What follows belongs to an exercise in optimizing a design on an open flow for small area and a short achievable clock period; a production flow would make more cautious choices.
Only simulation tests tie the RTL to the original design; equivalence was not proved.
No activity file was given, so power comes from the tool's default toggle rates.

## run K
==> flow/design.v <==
package wave_capture_pkg;
   typedef enum logic [1:0] {
      IDLE    = 2'd0,
      ARMED   = 2'd1,
      CAPTURE = 2'd2,
      FULL    = 2'd3
   } cap_state_e;
   localparam logic [7:0] OFFSET_XOR = 8'h80;
   localparam int         SAMPLE_MSB = 15;
   localparam int         BYTE_W     = 8;
   function automatic logic [BYTE_W-1:0] to_offset(
      input logic [SAMPLE_MSB:0] s
   );
      to_offset = s[SAMPLE_MSB -: BYTE_W] ^ OFFSET_XOR;
   endfunction
   function automatic logic rising_zc(
      input logic [SAMPLE_MSB:0] prev,
      input logic [SAMPLE_MSB:0] cur
   );
      rising_zc = prev[SAMPLE_MSB] & ~cur[SAMPLE_MSB];
   endfunction
endpackage
module wave_capture_ram
#(
   parameter int ADDR_WIDTH = 8
) (
   input  logic                clk_i,
   input  logic                rst_ni,
   input  logic                we_i,       
   input  logic                last_i,     
   input  logic [wave_capture_pkg::BYTE_W-1:0] wdata_i,
   input  logic                publish_i,  
   input  logic [ADDR_WIDTH-1:0] raddr_i,
   output logic [wave_capture_pkg::BYTE_W-1:0] rdata_o
);
   localparam int BW    = wave_capture_pkg::BYTE_W;
   localparam int DEPTH = 1 << ADDR_WIDTH;
   logic [BW-1:0]          hold_q;
   logic                   shift_q;
   logic [BW*(DEPTH-1)-1:0] chain_q;    
   logic [BW*DEPTH-1:0]    disp_q;      
   always_ff @(posedge clk_i) begin
      if (we_i) hold_q <= wdata_i;
   end
   always_ff @(posedge clk_i or negedge rst_ni) begin
      if (!rst_ni) shift_q <= 1'b0;
      else         shift_q <= we_i & ~last_i;
   end
   always_ff @(posedge clk_i) begin
      if (shift_q) chain_q <= {hold_q, chain_q[BW*(DEPTH-1)-1:BW]};
   end
   always_ff @(posedge clk_i) begin
      if (publish_i) disp_q <= {hold_q, chain_q};
   end
   localparam int NC0  = 32;           
   localparam int NC1  = 8;            
   localparam int NC2  = 2;            
   logic [3:0]    q0 [NC0];    
   logic [3:0]    q1 [NC1];    
   logic [3:0]    q2 [NC2];    
   logic [3:0]    q3;          
   logic [BW-1:0] rdata_d;
   logic [BW-1:0] rdata_q;
   for (genvar c = 0; c < NC0; c++) begin : g_q0
      wc_dec2 u_dec (.a(raddr_i[1:0]), .y(q0[c]));
   end
   for (genvar c = 0; c < NC1; c++) begin : g_q1
      wc_dec2 u_dec (.a(raddr_i[3:2]), .y(q1[c]));
   end
   for (genvar c = 0; c < NC2; c++) begin : g_q2
      wc_dec2 u_dec (.a(raddr_i[5:4]), .y(q2[c]));
   end
   wc_dec2 u_q3 (.a(raddr_i[7:6]), .y(q3));
   for (genvar b = 0; b < BW; b++) begin : g_bit
      logic [63:0] m1;
      logic [15:0] m2;
      logic [3:0]  m3;
      for (genvar j = 0; j < 64; j++) begin : g_m1
         wc_mux4oh u (.q(q0[(64*b + j) / 16]),
                      .d({disp_q[BW*(4*j+3) + b], disp_q[BW*(4*j+2) + b],
                          disp_q[BW*(4*j+1) + b], disp_q[BW*(4*j)   + b]}),
                      .y(m1[j]));
      end
      for (genvar j = 0; j < 16; j++) begin : g_m2
         wc_mux4oh u (.q(q1[b % NC1]), .d(m1[4*j +: 4]), .y(m2[j]));
      end
      for (genvar j = 0; j < 4; j++) begin : g_m3
         wc_mux4oh u (.q(q2[b % NC2]), .d(m2[4*j +: 4]), .y(m3[j]));
      end
      wc_mux4oh u_m4 (.q(q3), .d(m3), .y(rdata_d[b]));
   end
   always_ff @(posedge clk_i) begin
      rdata_q <= rdata_d;
   end
   assign rdata_o = rdata_q;
endmodule
module wc_mux4oh (input logic [3:0] q, input logic [3:0] d, output logic y);
   logic n01, n23;
   wc_a22oi u_a (.a1(q[0]), .a2(d[0]), .b1(q[1]), .b2(d[1]), .y(n01));
   wc_a22oi u_b (.a1(q[2]), .a2(d[2]), .b1(q[3]), .b2(d[3]), .y(n23));
   wc_nand2 u_n (.a(n01), .b(n23), .y(y));
endmodule
module wc_dec2 (input logic [1:0] a, output logic [3:0] y);
   assign y[0] = ~a[1] & ~a[0];
   assign y[1] = ~a[1] &  a[0];
   assign y[2] =  a[1] & ~a[0];
   assign y[3] =  a[1] &  a[0];
endmodule
module wc_nand2 (input logic a, b, output logic y);
   assign y = ~(a & b);
endmodule
module wc_a22oi (input logic a1, a2, b1, b2, output logic y);
   assign y = ~((a1 & a2) | (b1 & b2));
endmodule
module wave_capture
#(
   parameter int ADDR_WIDTH = 8
) (
   input  logic                  clk,
   input  logic                  reset,
   input  logic                  new_sample,
   input  logic [15:0]           sample_in,
   input  logic                  enable,
   input  logic                  frame_sync,
   input  logic [ADDR_WIDTH-1:0] read_addr,
   output logic [7:0]            read_data,
   output logic                  new_wave,
   output logic [1:0]            capture_state
);
   wave_capture_pkg::cap_state_e state_q;
   logic                  prev_neg_q;   
   logic [ADDR_WIDTH-1:0] cnt_q;
   logic                  new_wave_q;
   logic                  zc;
   logic                  tmo;
   logic                  trig;
   logic                  we;
   logic                  last;
   logic                  publish;
   assign zc   = prev_neg_q & ~sample_in[15];
   assign tmo  = &cnt_q;
   assign trig = new_sample & (zc | tmo);
   assign we      = enable & ((state_q == wave_capture_pkg::ARMED) ? trig :
                               (state_q == wave_capture_pkg::CAPTURE) & new_sample);
   assign publish = enable & (state_q == wave_capture_pkg::FULL) & frame_sync;
   assign last = (state_q == wave_capture_pkg::CAPTURE) & tmo;
   always_ff @(posedge clk or negedge reset) begin
      if (!reset) begin
         state_q    <= wave_capture_pkg::IDLE;
         prev_neg_q <= 1'b0;
         new_wave_q <= 1'b0;
      end else begin
         new_wave_q <= publish;
         if (new_sample) begin
            prev_neg_q <= sample_in[15];
         end
         if (!enable) begin
            state_q <= wave_capture_pkg::IDLE;
         end else begin
            unique case (state_q)
               wave_capture_pkg::IDLE:    state_q <= wave_capture_pkg::ARMED;
               wave_capture_pkg::ARMED:   if (trig) state_q <= wave_capture_pkg::CAPTURE;
               wave_capture_pkg::CAPTURE: if (new_sample & tmo) state_q <= wave_capture_pkg::FULL;
               wave_capture_pkg::FULL:    if (frame_sync) state_q <= wave_capture_pkg::ARMED;
               default: state_q <= wave_capture_pkg::IDLE;
            endcase
         end
      end
   end
   always_ff @(posedge clk) begin
      if (enable) begin
         unique case (state_q)
            wave_capture_pkg::IDLE: cnt_q <= '0;
            wave_capture_pkg::ARMED: begin
               if (trig)            cnt_q <= ADDR_WIDTH'(1);
               else if (new_sample) cnt_q <= cnt_q + ADDR_WIDTH'(1);
            end
            wave_capture_pkg::CAPTURE: if (new_sample) cnt_q <= cnt_q + ADDR_WIDTH'(1);
            wave_capture_pkg::FULL:    if (frame_sync) cnt_q <= '0;
            default: begin end
         endcase
      end
   end
   wave_capture_ram #(
      .ADDR_WIDTH(ADDR_WIDTH)
   ) u_ram (
      .clk_i    (clk),
      .rst_ni   (reset),
      .we_i     (we),
      .last_i   (last),
      .wdata_i  (wave_capture_pkg::to_offset(sample_in)),
      .publish_i(publish),
      .raddr_i  (read_addr),
      .rdata_o  (read_data)
   );
   assign new_wave      = new_wave_q;
   assign capture_state = state_q;
endmodule
Settings: LEC_CHECK=0, CAP_MARGIN=20, CORE_MARGIN=2, CORE_UTILIZATION=75, CTS_BUF_LIST=sky130_fd_sc_hd__clkbuf_16, CTS_CLUSTER_DIAMETER=100, CTS_CLUSTER_SIZE=20, SETUP_SLACK_MARGIN=2.7, SLEW_MARGIN=20, SYNTH_HIERARCHICAL=1, SYNTH_MINIMUM_KEEP_SIZE=0; clock period 5.0 ns.
run.sh (not shown) runs the stock make flow with config.mk's settings and CLKGATE_MAP_FILE= SYNTH_SCRIPT=/design/flow/synth_recipe.tcl, a recipe that flattens the netlist after the stock synthesis.
Input-level comparison between run P and run K:
==> flow/design.v, changed modules only <==
module wc_mux4oh (input logic [3:0] q, input logic [3:0] d, output logic y);
   assign y = ~(~((q[0] & d[0]) | (q[1] & d[1])) & ~((q[2] & d[2]) | (q[3] & d[3])));
endmodule
==> notes.md <==
- Between run K and run P, sequential fraction of total cell area is higher for run P, run K comes in under that.
- From run K to run P the numbers moved as follows: cell count -0.52%, xor/xnor cell area share of the yosys netlist roughly the same, slew at the pin with the worst max-slew slack went down, internal power went down 0.00022 W.
- In the tables for run K and run P, period utilization reads lower with run K.
- The power per cell area number comes out lower for run K vs run P.

==> afterwards: timing with drivers on the ports <==
No port has a modelled driver above. Below, the same layouts with a new extraction and two added sets of constraints.
Step 1 sets driving cells, clkbuf_16 on the clock port and buf_2 on the other inputs (assumed; they add their load-dependent delay and slew).
Step 2 moves the port delays by t, midway between the first and last clock arrival at a register: inputs arrive t later, outputs are due t later. That takes back most of the time a late clock gives input paths.
Three values: no drivers, after step 1, after step 2; two values: the first two.
| run | t (ns) | setup WS [ns] | pins driven straight from the clock port |
|---|---|---|---|
| run K | 0.961 | 2.584 / 2.261 / 1.300 | 1 |
| run P | 0.939 | 2.574 / 2.395 / 1.457 | 1 |
After both steps every run listed still meets setup and hold. For run K, which loses most, drivers alone change the setup slack by -0.323 ns; drivers and shift together by -1.284 ns.
